Context: an optimization exercise on an open-source flow, tuned for small area. The choices shown serve that exercise and are no tape-out recipe. The RTL was checked by simulation tests, not by an equivalence proof against the original design. Power is estimated from default activity; no workload was simulated.

Design chess_top, start of the top module:
module chess_top #(
    parameter logic [5:0] CURSOR_START = {3'd6, 3'd4}  
) (
    input  logic       CLK,
    input  logic       RESET,
    input  logic       cmd_req,
    input  logic [2:0] cmd,         
    input  logic [5:0] peek_sq,     
    output logic       cmd_ack,
    output logic [3:0] peek_piece,  
    output logic [5:0] cursor,      
    output logic [5:0] selected,    
    output logic       piece_held,
    output logic       side         
);
export LEC_CHECK = 0
export CAP_MARGIN = 20
export CELL_PAD_IN_SITES_DETAIL_PLACEMENT = 1
export CELL_PAD_IN_SITES_GLOBAL_PLACEMENT = 1
export CORE_MARGIN = 2
export CORE_UTILIZATION = 50
export CTS_BUF_LIST = sky130_fd_sc_hd__clkbuf_8
export CTS_CLUSTER_DIAMETER = 60
export CTS_CLUSTER_SIZE = 15
export SLEW_MARGIN = 20
export SYNTH_HIERARCHICAL = 1
export SYNTH_MINIMUM_KEEP_SIZE = 0
create_clock -name core_clock -period 5.5 [get_ports {CLK}]
standard.sh (not shown) runs the stock make flow with config.mk's settings and CLKGATE_MAP_FILE= SYNTH_SCRIPT=/design/flow/synth_recipe.tcl, a recipe that flattens the netlist after the stock synthesis.
==> flow/flow/run.sh <==
#!/bin/bash
# The standard layout (standard.sh), with two changes passed to ORFS through
# its environment: port buffers are buf_1 cells instead of the delay buffer
# buffer_ports picks on its own, and clock tree synthesis adds no dummy
# loads and uses clkbuf_8 cells for clusters of at most 15 flip-flops.
# Every tool's full output stays in ORFS's own log folder (orfs/logs); the
# make output goes to standard.log.
set -uo pipefail
export BUFFER_PORTS_ARGS="-buffer_cell sky130_fd_sc_hd__buf_1"
export CTS_ARGS="-sink_clustering_enable -repair_clock_nets -dont_use_dummy_load -buf_list sky130_fd_sc_hd__clkbuf_8 -sink_clustering_size 15 -sink_clustering_max_diameter 60"
bash standard.sh > standard.log 2>&1
Next try:
- CORE_UTILIZATION: 50 -> 60
Result:
- sequential share of layout area goes up by 0.45 points
- global-route usage went up by 7.6 points
- non-clock buffer count climbs by 1
- core utilization went up by 10 points
- worst setup slack is worse by 0.29 ns
- final cell count came out lower by 4.6%
- final area decreases by about 0.7%


chess_top again, from the RTL that the note above started with.
Settings: LEC_CHECK=0, CAP_MARGIN=20, CELL_PAD_IN_SITES_DETAIL_PLACEMENT=1, CELL_PAD_IN_SITES_GLOBAL_PLACEMENT=1, CORE_MARGIN=2, CORE_UTILIZATION=40, CTS_BUF_LIST=sky130_fd_sc_hd__clkbuf_8, CTS_CLUSTER_DIAMETER=60, CTS_CLUSTER_SIZE=15, SLEW_MARGIN=20, SYNTH_HIERARCHICAL=1, SYNTH_MINIMUM_KEEP_SIZE=0; clock period 5.5 ns.
==> flow/flow/run.sh <==
#!/bin/bash
# The standard layout (standard.sh), with two changes passed to ORFS through
# its environment: port buffers are buf_2 cells instead of the delay buffer
# buffer_ports picks on its own, and clock tree synthesis adds no dummy
# loads and uses clkbuf_8 cells for clusters of at most 15 flip-flops.
# Every tool's full output stays in ORFS's own log folder (orfs/logs); the
# make output goes to standard.log.
set -uo pipefail
export BUFFER_PORTS_ARGS="-buffer_cell sky130_fd_sc_hd__buf_2"
export CTS_ARGS="-sink_clustering_enable -repair_clock_nets -dont_use_dummy_load -buf_list sky130_fd_sc_hd__clkbuf_8 -sink_clustering_size 15 -sink_clustering_max_diameter 60"
bash standard.sh > standard.log 2>&1
Edit:
==> flow/flow/run.sh (replaced) <==
#!/bin/bash
# The standard layout (standard.sh), with two changes passed to ORFS through
# its environment: port buffers are buf_2 cells instead of the delay buffer
# buffer_ports picks on its own, and clock tree synthesis adds no dummy loads.
# Every tool's full output stays in ORFS's own log folder (orfs/logs); the
# make output goes to standard.log.
set -uo pipefail
export BUFFER_PORTS_ARGS="-buffer_cell sky130_fd_sc_hd__buf_2"
export CTS_ARGS="-sink_clustering_enable -repair_clock_nets -dont_use_dummy_load -buf_list sky130_fd_sc_hd__clkbuf_16 -sink_clustering_size 20 -sink_clustering_max_diameter 100"
bash standard.sh > standard.log 2>&1
--- a/flow/config.mk
+++ b/flow/config.mk
@@ -12,5 +12,5 @@
 export CORE_UTILIZATION = 40
-export CTS_BUF_LIST = sky130_fd_sc_hd__clkbuf_8
-export CTS_CLUSTER_DIAMETER = 60
-export CTS_CLUSTER_SIZE = 15
+export CTS_BUF_LIST = sky130_fd_sc_hd__clkbuf_16
+export CTS_CLUSTER_DIAMETER = 100
+export CTS_CLUSTER_SIZE = 20
 export SLEW_MARGIN = 20
The new run finished clean.
Via count fell slightly.
Worst setup slack loses 0.0077 ns.
Die area does not change.
Maximum frequency is about the same.
Utilization goes up by 0.25 points.
Global-route usage stays flat.
Sequential share of layout area came out lower by 0.34 points.
Critical path depth does not change.
Power rises by a few percent.
Synthesized cell count does not change.

[separate check: timing with driven ports]
How much do the figures lean on ideal ports? The routed layouts below were timed once more, with nothing changed but the port constraints. Step 1, drivers: a clkbuf_16 drives CLK and a buf_2 each remaining input, both assumed. Step 2 adds t to the input delays and takes it off the output delays; t is the mean of the earliest and latest rising clock arrival at the registers after step 1. Input paths then give back, and output paths get back, about the clock's delay inside the block. Three values: ideal ports, drivers, drivers and shift; two values: the first two.
run | t (ns) | setup slack, ns | worst register clock-pin slew, ns
the first run of note 1 | 0.609 | 0.469 / 0.469 / 0.469 | 0.09 / 0.09
the second run of note 1 | 0.603 | 0.177 / 0.177 / 0.177 | 0.11 / 0.11
the first run of note 2 | 0.611 | 0.575 / 0.473 / 0.473 | 0.10 / 0.10
the second run of note 2 | 0.537 | 0.567 / 0.456 / 0.456 | 0.09 / 0.09
After both steps every run listed still meets setup and hold. For the second run of note 2, which loses most, drivers alone change the setup slack by -0.111 ns; drivers and shift together by -0.111 ns.
